Background: an optimization exercise with open tools, aiming at small area, a short achievable clock period and few clock cycles per item. Do not read the settings as production practice.
Function was checked by simulation only, so behaviour that the tests miss may differ from the original.

### flow/config.mk
export PLATFORM = sky130hd
export DESIGN_NAME = fft_dit_top
export DESIGN_NICKNAME = fft_dit_top
export VERILOG_FILES = /design/flow/design.v
export SDC_FILE = /design/flow/constraint.sdc
export NUM_CORES = 4
export LEC_CHECK = 0
export CAP_MARGIN = 20
export CORE_MARGIN = 2
export CORE_UTILIZATION = 40
export SLEW_MARGIN = 20
### flow/constraint.sdc
create_clock -name core_clock -period 9.0 [get_ports {clk}]
set_input_delay 1.8000 -clock core_clock [delete_from_list [all_inputs] [get_ports {clk}]]
set_output_delay 1.8000 -clock core_clock [all_outputs]
set_load 0.01 [all_outputs]
### flow/design.v
`timescale 1ns/1ps
module fft_input_buffer (
   input  logic                clk,
   input  logic                rst_n,
   input  logic [15:0]         in_x,
   input  logic                in_nd,
   input  logic                frame_release,
   input  logic [3:0]          rd_addr0,
   input  logic [3:0]          rd_addr1,
   output logic [15:0]         in_rd0,
   output logic [15:0]         in_rd1,
   output logic                frame_ready,
   output logic                overflow
);
   localparam int FFT_N    = 16;
   localparam int FFT_LOG2 = 4;
   logic [15:0]         mem [2][FFT_N];
   logic [3:0]          wr_addr;
   logic                wr_bank;
   logic                rd_bank;
   logic [1:0]          full;
   always_ff @(posedge clk) begin
      if (in_nd)
      begin
         mem[wr_bank][wr_addr] <= in_x;
      end
   end
   always_ff @(posedge clk or negedge rst_n) begin
      if (!rst_n)
      begin
         wr_addr  <= '0;
         wr_bank  <= 1'b0;
         rd_bank  <= 1'b0;
         full     <= '0;
         overflow <= 1'b0;
      end
      else
      begin
         if (in_nd)
         begin
            if (full[wr_bank])
            begin
               overflow <= 1'b1;
            end
            wr_addr <= wr_addr + FFT_LOG2'(1);
            if (&wr_addr)
            begin
               full[wr_bank] <= 1'b1;
               wr_bank       <= ~wr_bank;
            end
         end
         if (frame_release)
         begin
            full[rd_bank] <= 1'b0;
            rd_bank       <= ~rd_bank;
         end
      end
   end
   assign frame_ready = full[rd_bank];
   assign in_rd0      = mem[rd_bank][rd_addr0];
   assign in_rd1      = mem[rd_bank][rd_addr1];
endmodule
`timescale 1ns/1ps
module fft_stage_control (
   input  logic                clk,
   input  logic                rst_n,
   input  logic                frame_ready,
   input  logic                operands_ready,
   output logic [2:0]          tf_addr,
   output logic                tf_addr_nd,
   output logic                x_nd,
   output logic                stage_advance,
   output logic                frame_release,
   output logic                first_stage,
   output logic                last_stage,
   output logic                last_pair,
   output logic                rd_bank,
   output logic [3:0]          rd_addr0,
   output logic [3:0]          rd_addr1,
   output logic [3:0]          out0_addr,
   output logic [3:0]          out1_addr
);
   localparam int FFT_LOG2 = 4;
   localparam logic [1:0] ST_INIT = 2'd0;
   localparam logic [1:0] ST_IDLE = 2'd1;
   localparam logic [1:0] ST_CALC = 2'd2;
   localparam logic [1:0] ST_SEND = 2'd3;
   logic [1:0]          state;
   logic [3:0]          s_cnt;
   logic [3:0]          series_mask;
   logic [3:0]          k_part;
   logic                last_pos;
   assign out1_addr   = {1'b1, out0_addr[FFT_LOG2-2:0]};
   assign k_part      = out0_addr & ~series_mask;
   assign rd_addr0    = (out0_addr & series_mask) | (k_part << 1);
   assign rd_addr1    = rd_addr0 + s_cnt;
   assign tf_addr     = k_part[2:0];
   assign first_stage = s_cnt[FFT_LOG2-1];
   assign last_stage  = s_cnt[0];
   assign last_pos    = &out1_addr;
   assign last_pair   = last_stage & last_pos;
   always_ff @(posedge clk or negedge rst_n) begin
      if (!rst_n)
      begin
         state         <= ST_INIT;
         s_cnt         <= '0;
         series_mask   <= '0;
         out0_addr     <= '0;
         rd_bank       <= 1'b0;
         x_nd          <= 1'b0;
         tf_addr_nd    <= 1'b0;
         stage_advance <= 1'b0;
         frame_release <= 1'b0;
      end
      else
      begin
         x_nd          <= 1'b0;
         tf_addr_nd    <= 1'b0;
         stage_advance <= 1'b0;
         frame_release <= 1'b0;
         case (state)
            ST_INIT:
            begin
               out0_addr   <= '0;
               series_mask <= {1'b0, {(FFT_LOG2-1){1'b1}}};
               s_cnt       <= {1'b1, {(FFT_LOG2-1){1'b0}}};
               tf_addr_nd  <= 1'b1;
               state       <= ST_IDLE;
            end
            ST_IDLE:
            begin
               if (frame_ready)
               begin
                  x_nd  <= 1'b1;
                  state <= ST_CALC;
               end
            end
            ST_CALC:
            begin
               tf_addr_nd <= 1'b1;
               state      <= ST_SEND;
               if (last_pos)
               begin
                  series_mask   <= series_mask >> 1;
                  s_cnt         <= s_cnt >> 1;
                  out0_addr     <= '0;
                  rd_bank       <= ~rd_bank;
                  stage_advance <= 1'b1;
                  frame_release <= first_stage;
               end
               else
               begin
                  out0_addr <= out0_addr + FFT_LOG2'(1);
               end
            end
            ST_SEND:
            begin
               if (operands_ready)
               begin
                  x_nd  <= 1'b1;
                  state <= last_pair ? ST_INIT : ST_CALC;
               end
            end
         endcase
      end
   end
endmodule
`timescale 1ns/1ps
module twiddle_rom (
   input  logic       clk,
   input  logic       rst_n,
   input  logic [2:0] tf_addr,
   input  logic       tf_addr_nd,
   output logic [15:0]         tf
);
   localparam int X_WDTH = 8;
   localparam logic [8*X_WDTH-1:0] TW_RE = {
      -8'sd59, -8'sd45, -8'sd24, 8'sd0, 8'sd24, 8'sd45, 8'sd59, 8'sd64};
   localparam logic [8*X_WDTH-1:0] TW_IM = {
      -8'sd24, -8'sd45, -8'sd59, -8'sd64, -8'sd59, -8'sd45, -8'sd24, 8'sd0};
   always_ff @(posedge clk or negedge rst_n) begin
      if (!rst_n)
      begin
         tf <= '0;
      end
      else if (tf_addr_nd)
      begin
         tf <= {TW_IM[tf_addr*X_WDTH +: X_WDTH], TW_RE[tf_addr*X_WDTH +: X_WDTH]};
      end
   end
endmodule
`timescale 1ns/1ps
module butterfly (
   input  logic                clk,
   input  logic                rst_n,
   input  logic                x_nd,
   input  logic                last_stage,
   input  logic                last_pair,
   input  logic                rd_bank,
   input  logic [15:0]         xa,
   input  logic [15:0]         xb,
   input  logic [15:0]         w,
   input  logic [3:0]          out0_addr,
   input  logic [3:0]          out1_addr,
   output logic [15:0]         y,
   output logic [3:0]          y_addr,
   output logic                y_nd,
   output logic                y_last_stage,
   output logic                y_last_pair,
   output logic                y_rd_bank
);
   localparam int X_WDTH  = 8;
   localparam int TF_FRAC = 6;
   logic signed [2*X_WDTH:0]         prod_re;
   logic signed [2*X_WDTH:0]         prod_im;
   logic signed [2*X_WDTH-TF_FRAC:0] p_re;
   logic signed [2*X_WDTH-TF_FRAC:0] p_im;
   logic signed [2*X_WDTH-TF_FRAC+1:0] sum_re;
   logic signed [2*X_WDTH-TF_FRAC+1:0] sum_im;
   logic signed [2*X_WDTH-TF_FRAC+1:0] dif_re;
   logic signed [2*X_WDTH-TF_FRAC+1:0] dif_im;
   logic [15:0]         a_q;
   logic [15:0]         za;
   logic [15:0]         zb;
   logic [15:0]         zb_hold;
   logic [3:0]          addr0_q;
   logic [3:0]          addr1_q;
   logic [3:0]          addr1_hold;
   logic                last_stage_q;
   logic                last_pair_q;
   logic                rd_bank_q;
   logic                v1;
   logic                v2;
   logic signed [X_WDTH-1:0] w_re;
   logic signed [X_WDTH-1:0] w_im;
   logic signed [X_WDTH-1:0] xb_re;
   logic signed [X_WDTH-1:0] xb_im;
   logic signed [X_WDTH-1:0] a_re;
   logic signed [X_WDTH-1:0] a_im;
   assign w_re  = w[X_WDTH-1:0];
   assign w_im  = w[2*X_WDTH-1:X_WDTH];
   assign xb_re = xb[X_WDTH-1:0];
   assign xb_im = xb[2*X_WDTH-1:X_WDTH];
   assign a_re  = a_q[X_WDTH-1:0];
   assign a_im  = a_q[2*X_WDTH-1:X_WDTH];
   assign prod_re = w_re * xb_re - w_im * xb_im;
   assign prod_im = w_re * xb_im + w_im * xb_re;
   always_ff @(posedge clk) begin
      if (x_nd)
      begin
         p_re         <= prod_re[2*X_WDTH:TF_FRAC];
         p_im         <= prod_im[2*X_WDTH:TF_FRAC];
         a_q          <= xa;
         addr0_q      <= out0_addr;
         addr1_q      <= out1_addr;
         last_stage_q <= last_stage;
         last_pair_q  <= last_pair;
         rd_bank_q    <= rd_bank;
      end
   end
   assign sum_re = a_re + p_re;
   assign sum_im = a_im + p_im;
   assign dif_re = a_re - p_re;
   assign dif_im = a_im - p_im;
   always_comb begin
      za = {sum_im[X_WDTH:1], sum_re[X_WDTH:1]};
      zb = {dif_im[X_WDTH:1], dif_re[X_WDTH:1]};
   end
   always_ff @(posedge clk or negedge rst_n) begin
      if (!rst_n)
      begin
         v1   <= 1'b0;
         v2   <= 1'b0;
         y_nd <= 1'b0;
      end
      else
      begin
         v1   <= x_nd;
         v2   <= v1;
         y_nd <= v1 | v2;
      end
   end
   always_ff @(posedge clk) begin
      if (v1)
      begin
         y            <= za;
         y_addr       <= addr0_q;
         zb_hold      <= zb;
         addr1_hold   <= addr1_q;
         y_last_stage <= last_stage_q;
         y_last_pair  <= last_pair_q;
         y_rd_bank    <= rd_bank_q;
      end
      else if (v2)
      begin
         y      <= zb_hold;
         y_addr <= addr1_hold;
      end
   end
endmodule
`timescale 1ns/1ps
module fft_work_memory (
   input  logic                clk,
   input  logic                rst_n,
   input  logic                first_stage,
   input  logic                rd_bank,
   input  logic                stage_advance,
   input  logic [3:0]          rd_addr0,
   input  logic [3:0]          rd_addr1,
   input  logic [15:0]         in_rd0,
   input  logic [15:0]         in_rd1,
   input  logic [15:0]         y,
   input  logic [3:0]          y_addr,
   input  logic                y_nd,
   input  logic                y_last_stage,
   input  logic                y_last_pair,
   input  logic                y_rd_bank,
   output logic [15:0]         xa,
   output logic [15:0]         xb,
   output logic                operands_ready,
   output logic                out_we,
   output logic                frame_done,
   output logic [3:0]          out_addr,
   output logic [15:0]         out_data
);
   localparam int FFT_N = 16;
   logic [15:0]         mem [2][FFT_N];
   logic [FFT_N-1:0] updated [2];
   logic             bank_we;
   logic             wr_sel;
   logic             zb_phase;
   assign xa = first_stage ? in_rd0 : mem[rd_bank][rd_addr0];
   assign xb = first_stage ? in_rd1 : mem[rd_bank][rd_addr1];
   assign operands_ready = first_stage |
                           (updated[rd_bank][rd_addr0] & updated[rd_bank][rd_addr1]);
   assign bank_we  = y_nd & ~y_last_stage;
   assign wr_sel   = ~y_rd_bank;
   assign out_we   = y_nd & y_last_stage;
   assign out_addr = y_addr;
   assign out_data = y;
   always_ff @(posedge clk) begin
      if (bank_we)
      begin
         mem[wr_sel][y_addr] <= y;
      end
   end
   always_ff @(posedge clk or negedge rst_n) begin
      if (!rst_n)
      begin
         updated[0] <= '0;
         updated[1] <= '0;
         zb_phase   <= 1'b0;
         frame_done <= 1'b0;
      end
      else
      begin
         zb_phase   <= zb_phase ^ y_nd;
         frame_done <= y_nd & zb_phase & y_last_pair;
         if (stage_advance)
         begin
            updated[~rd_bank] <= '0;
         end
         if (bank_we)
         begin
            updated[wr_sel][y_addr] <= 1'b1;
         end
      end
   end
endmodule
`timescale 1ns/1ps
module fft_output_buffer (
   input  logic                clk,
   input  logic                rst_n,
   input  logic                out_we,
   input  logic                frame_done,
   input  logic [3:0]          out_addr,
   input  logic [15:0]         out_data,
   output logic [15:0]         out_x,
   output logic                out_nd
);
   localparam int FFT_N    = 16;
   localparam int FFT_LOG2 = 4;
   logic [15:0]         mem [FFT_N];
   logic                emitting;
   logic [3:0]          rd_cnt;
   always_ff @(posedge clk) begin
      if (out_we)
      begin
         mem[out_addr] <= out_data;
      end
      if (emitting)
      begin
         out_x <= mem[rd_cnt];
      end
   end
   always_ff @(posedge clk or negedge rst_n) begin
      if (!rst_n)
      begin
         emitting <= 1'b0;
         rd_cnt   <= '0;
         out_nd   <= 1'b0;
      end
      else
      begin
         out_nd <= emitting;
         if (frame_done)
         begin
            emitting <= 1'b1;
         end
         if (emitting)
         begin
            rd_cnt <= rd_cnt + FFT_LOG2'(1);
            if (&rd_cnt)
            begin
               emitting <= 1'b0;
            end
         end
      end
   end
endmodule
`timescale 1ns/1ps
module fft_dit_top (
   input  logic        clk,
   input  logic        rst_n,
   input  logic [15:0] in_x,
   input  logic        in_nd,
   output logic [15:0] out_x,
   output logic        out_nd,
   output logic        overflow
);
   logic                frame_ready;
   logic                frame_release;
   logic [3:0]          rd_addr0;
   logic [3:0]          rd_addr1;
   logic [15:0]         in_rd0;
   logic [15:0]         in_rd1;
   logic                operands_ready;
   logic [2:0]          tf_addr;
   logic                tf_addr_nd;
   logic [15:0]         tf;
   logic                x_nd;
   logic                stage_advance;
   logic                first_stage;
   logic                last_stage;
   logic                last_pair;
   logic                rd_bank;
   logic [3:0]          out0_addr;
   logic [3:0]          out1_addr;
   logic [15:0]         xa;
   logic [15:0]         xb;
   logic [15:0]         y;
   logic [3:0]          y_addr;
   logic                y_nd;
   logic                y_last_stage;
   logic                y_last_pair;
   logic                y_rd_bank;
   logic                out_we;
   logic                frame_done;
   logic [3:0]          out_addr;
   logic [15:0]         out_data;
   fft_input_buffer u_input (
      .clk(clk), .rst_n(rst_n), .in_x(in_x), .in_nd(in_nd),
      .frame_release(frame_release), .rd_addr0(rd_addr0), .rd_addr1(rd_addr1),
      .in_rd0(in_rd0), .in_rd1(in_rd1), .frame_ready(frame_ready), .overflow(overflow)
   );
   fft_stage_control u_ctrl (
      .clk(clk), .rst_n(rst_n), .frame_ready(frame_ready),
      .operands_ready(operands_ready), .tf_addr(tf_addr), .tf_addr_nd(tf_addr_nd),
      .x_nd(x_nd), .stage_advance(stage_advance), .frame_release(frame_release),
      .first_stage(first_stage), .last_stage(last_stage), .last_pair(last_pair),
      .rd_bank(rd_bank), .rd_addr0(rd_addr0), .rd_addr1(rd_addr1),
      .out0_addr(out0_addr), .out1_addr(out1_addr)
   );
   twiddle_rom u_twiddle (
      .clk(clk), .rst_n(rst_n), .tf_addr(tf_addr), .tf_addr_nd(tf_addr_nd), .tf(tf)
   );
   butterfly u_bf (
      .clk(clk), .rst_n(rst_n), .x_nd(x_nd), .last_stage(last_stage),
      .last_pair(last_pair), .rd_bank(rd_bank), .xa(xa), .xb(xb), .w(tf),
      .out0_addr(out0_addr), .out1_addr(out1_addr), .y(y), .y_addr(y_addr),
      .y_nd(y_nd), .y_last_stage(y_last_stage), .y_last_pair(y_last_pair),
      .y_rd_bank(y_rd_bank)
   );
   fft_work_memory u_work (
      .clk(clk), .rst_n(rst_n), .first_stage(first_stage), .rd_bank(rd_bank),
      .stage_advance(stage_advance), .rd_addr0(rd_addr0), .rd_addr1(rd_addr1),
      .in_rd0(in_rd0), .in_rd1(in_rd1), .y(y), .y_addr(y_addr), .y_nd(y_nd),
      .y_last_stage(y_last_stage), .y_last_pair(y_last_pair), .y_rd_bank(y_rd_bank),
      .xa(xa), .xb(xb), .operands_ready(operands_ready), .out_we(out_we),
      .frame_done(frame_done), .out_addr(out_addr), .out_data(out_data)
   );
   fft_output_buffer u_output (
      .clk(clk), .rst_n(rst_n), .out_we(out_we), .frame_done(frame_done),
      .out_addr(out_addr), .out_data(out_data), .out_x(out_x), .out_nd(out_nd)
   );
endmodule
### flow/run.sh
#!/bin/bash
# synth_recipe.tcl (not shown) runs the flow's synth.tcl, then flattens the netlist and writes it again
# the make line also repeats each setting of config.mk as NAME=value (left out here)
make -C /OpenROAD-flow-scripts/flow DESIGN_CONFIG=/design/flow/config.mk WORK_HOME=/design/flow/orfs CLKGATE_MAP_FILE= SYNTH_SCRIPT=/design/flow/synth_recipe.tcl finish
==> summary.txt <==
-- worst min-delay path by stage --
stage                           startpoint                to  slack [ns]  cells after the start
after floorplan           u_bf.last_pair_q  u_bf.y_last_pair        0.40                      0
after global placement      u_bf.rd_bank_q    u_bf.y_rd_bank        0.40                      0
after detailed placement    u_bf.rd_bank_q    u_bf.y_rd_bank        0.42                      0
after CTS                   u_bf.rd_bank_q    u_bf.y_rd_bank        0.41                      0
after global routing        u_bf.rd_bank_q    u_bf.y_rd_bank        0.43                      0
final                       u_bf.rd_bank_q    u_bf.y_rd_bank        0.41                      0
-- timing repair --
action,4_1_cts,5_1_grt
buffers inserted,0,27
gates resized for setup,2,87
endpoints found under the setup margin,1,16
gates cloned,0,12
pin swaps,0,40
-- synth_stat cells (6+ instances only) --
| library cell | number | area share |
|---|---|---|
| a211oi_1 | 28 | 0.0029 |
| a21oi_1 | 102 | 0.0069 |
| a22o_1 | 16 | 0.0019 |
| a311oi_1 | 144 | 0.017 |
| a31oi_1 | 64 | 0.0054 |
| a32o_1 | 12 | 0.0016 |
| and2_1 | 117 | 0.0099 |
| and3_1 | 105 | 0.0089 |
| buf_1 | 42 | 0.0021 |
| buf_2 | 45 | 0.0031 |
| buf_4 | 13 | 0.0013 |
| clkbuf_1 | 223 | 0.011 |
| dfrtp_1 | 82 | 0.028 |
| edfxtp_1 | 1379 | 0.56 |
| fa_1 | 246 | 0.067 |
| ha_1 | 146 | 0.025 |
| inv_1 | 366 | 0.019 |
| mux2_2 | 10 | 0.0015 |
| mux2i_1 | 25 | 0.0034 |
| mux4_1 | 6 | 0.0021 |
| mux4_2 | 409 | 0.12 |
| nand2_1 | 938 | 0.048 |
| nand2b_1 | 24 | 0.0020 |
| nand3_1 | 210 | 0.014 |
| nor2_1 | 155 | 0.0079 |
| nor2b_1 | 19 | 0.0016 |
| nor3_1 | 11 | 0.00075 |
| o21ai_0 | 42 | 0.0029 |
| o21bai_1 | 20 | 0.0020 |
| o22ai_1 | 6 | 0.00051 |
| or2_2 | 6 | 0.00051 |
| xnor2_1 | 77 | 0.0091 |
| xor2_1 | 14 | 0.0017 |
-- final cells by class --
class,instances,area [um2]
multi-input combinational,2994,28400
tap,2464,3080
timing repair buffer,365,3520
fill,16000,98300
inverter,369,1400
antenna,2,5.00
clock inverter,88,868
sequential,1461,43500
clock buffer,195,4090
-- flip-flops by register name, indices dropped and copies added, names as in the netlist, 9 cells and up --
name            count
u_input.mem       512
u_output.out_x     16
u_bf.p_re           9
u_bf.y             16
u_twiddle.tf       13
u_work.updated     32
u_bf.a_q           16
u_output.mem      256
u_bf.p_im           9
u_bf.zb_hold       16
u_work.mem        512
-- layout by cell type (no fill, tap or decap), drive strengths merged, types with 14 or more instances in the layout --
cell,synthesis,routed
edfxtp,1379,1379
nand2,939,939
mux4,415,415
inv,366,377
buf,101,325
fa,246,246
nand3,210,210
clkbuf,223,207
nor2,155,155
ha,146,146
a311oi,144,144
and2,117,117
and3,105,105
a21oi,102,102
dfrtp,82,82
xnor2,78,78
clkinv,3,69
a31oi,64,64
o21ai,47,47
a211oi,30,30
clkdlybuf4s50,0,26
mux2i,26,26
nand2b,24,24
o21bai,20,20
nor2b,19,19
a22o,16,16
xor2,14,14
-- metal layers --
metal  up-vias  share of wire  wire (um)  global-route usage
li1      19500              -          -                   -
met5         -        0.00017         34                   0
met4         6          0.039       8130              0.0813
met2      2056           0.48      98000               0.347
met3       397          0.086      17700              0.0442
met1     23400           0.40      82100               0.292
-- cell families (layout without fill, tap and decap cells) --
group | Yosys count | after routing | synth area share
flops | 1461 | 1461 | 0.589
buf+inv | 693 | 1017 | 0.0368
compound gates | 458 | 458 | 0.0441
mux | 451 | 451 | 0.132
fa+ha+maj | 392 | 392 | 0.0915
other cells | 0 | 2 | 0
xor+xnor | 92 | 92 | 0.0110
simple gates | 1601 | 1601 | 0.0951
-- through the flow --
| step | hold WS, ns | setup TNS (ns) | utilization | setup WS (ns) |
|---|---|---|---|---|
| 2_1_floorplan | 0.400 | 0 | - | 0.0144 |
| 3_3_place_gp | 0.403 | 0 | 0.431 | 0.0598 |
| 3_5_place_dp | 0.420 | 0 | 0.431 | 0.0192 |
| 4_1_cts | 0.412 | 0 | 0.458 | 0.00663 |
| 5_1_grt | 0.428 | -0.223 | 0.463 | -0.123 |
| 6_report | 0.414 | 0 | 0.463 | 0.110 |
-- worst max-delay path: cells and delay by family, from the launching register on --
family / cells / cell delay [ns]
buffers and inverters: 11 / 1.32
AND/OR/NAND/NOR: 4 / 0.47
AO/OA/AOI/OAI: 7 / 1.23
adder cells (fa/ha/maj): 8 / 4.10
flip-flops: 1 / 0.47
multiplexers: 2 / 1.01
==> out/metrics.cfg <==
[grt]
grt_pass1_wl_mm = 299
overflow = 0
grt_usage = 0.217
first_global_vias = 45400
grt_antenna_before_repair = 9
grt_max_degree = 166

[floorplanning]
dieWidth_um = 433
die_h_um = 433
initial_core_util = 0.403
core_area_mm2 = 0.183
rows = 157
pin_count = 37
die_area_mm2 = 0.188

[worst_setup_path]
critical_path_class = register to register
arrival_ns = 9.46
crit_required_ns = 9.57
r2r_cells = 32
critPathLaunch = u_ctrl.series_mask[0]
crit_path_end_kind = register
r2r_slack_ns = 0.11
reg2reg_to = u_bf.p_re[7]
critPathLaunchType = register
cp-endpoint = u_bf.p_re[7]
timing.critical_path.mode_cell = fa_1
cpPeakStageDelay_ns = 0.81
slowest_stage = fa_4
r2r-start = u_ctrl.series_mask[0]
crit_fanout = 7

[sta]
fin_crit_sh = 0.988
tightest_slew_ns = 1.19
maxSlewViolCount = 0
max_freq_ghz = 0.112
setup_viol = 0
grt_setup_unrepaired = yes
fin_skew_ns = 0.0387
slew-limit-headroom = 0.203
hold_violations = 0
finalCriticalPeriod_ns = 8.89

[final_layout]
layout.nets = 5757
area_growth_pct = 15.0
drive_gt1_frac = 0.210
final_cell_area_mm2 = 0.0848
stdcell_count = 7938

[routing]
drtIter0Drc = 5412
wl_per_cell_um = 25.9
drc = 0
viasPerCell = 5.71
via_count = 45400
drt-total-wl_mm = 206
ant_nets = 0
firstDrtPassIters = 5

[yosys]
ys_warn_count = 7
syn-mean-instance-area_um2 = 14.3
syn_inst = 5148
ys_seq_area_frac = 0.589
async_flop_share = 0.0561
synth_cell_type_count = 57
synth_area_mm2 = 0.0737
synth_nets = 5559
ys.flop_type = edfxtp_1
ys_ff_latch = 1461
synth_edf_count = 1379

[cts]
holdBufCountCts = 0
path_clk_slew_ns = 0.06
htreeDepth = 4
cts_tree = done
max-clock-path-buffers = 3
root_buffer = clkbuf_16
cts.sinks = 1461
worstSkewPairLatency_ns = 0.81
numCtsBuffers = 155

[placement]
gp_congestion = 0.869
port_buffers = 36
dp_cells = 7612
dp_hpwl_mm = 124
place_area_mm2 = 0.0789

[job]
maxCapViolations = 0

[worst_hold_path]
hold_path.class = register to register

[outcome]
status = finished clean

Testbench counts, summed over its fixed seeds: cycles 24,864, frames 384.

re-timing with driven ports:
No port has a modelled driver above. Below, the same layout with a new extraction and two added sets of constraints. Step 1: set_driving_cell puts a clkbuf_16 on clk and a buf_2 on each other input, an assumption about the parent block. Step 2, shift: input delay + t, output delay - t, t = (earliest + latest rising clock arrival at the registers) / 2. This alone moves slack from input paths to output paths. a / b / c = ideal ports / drivers / drivers and shift; a / b = the first two.
shift t [ns]: 0.875
setup WS [ns]: 0.110 / 0.110 / 0.110
worst setup path after step 2: register to register
worst data-port slew with drivers (ns): 0.14
cell pins on the clock port's net: 1
After both steps setup and hold are still met in this run. For this run, drivers alone change the setup slack by 0.000 ns; drivers and shift together by 0.000 ns.
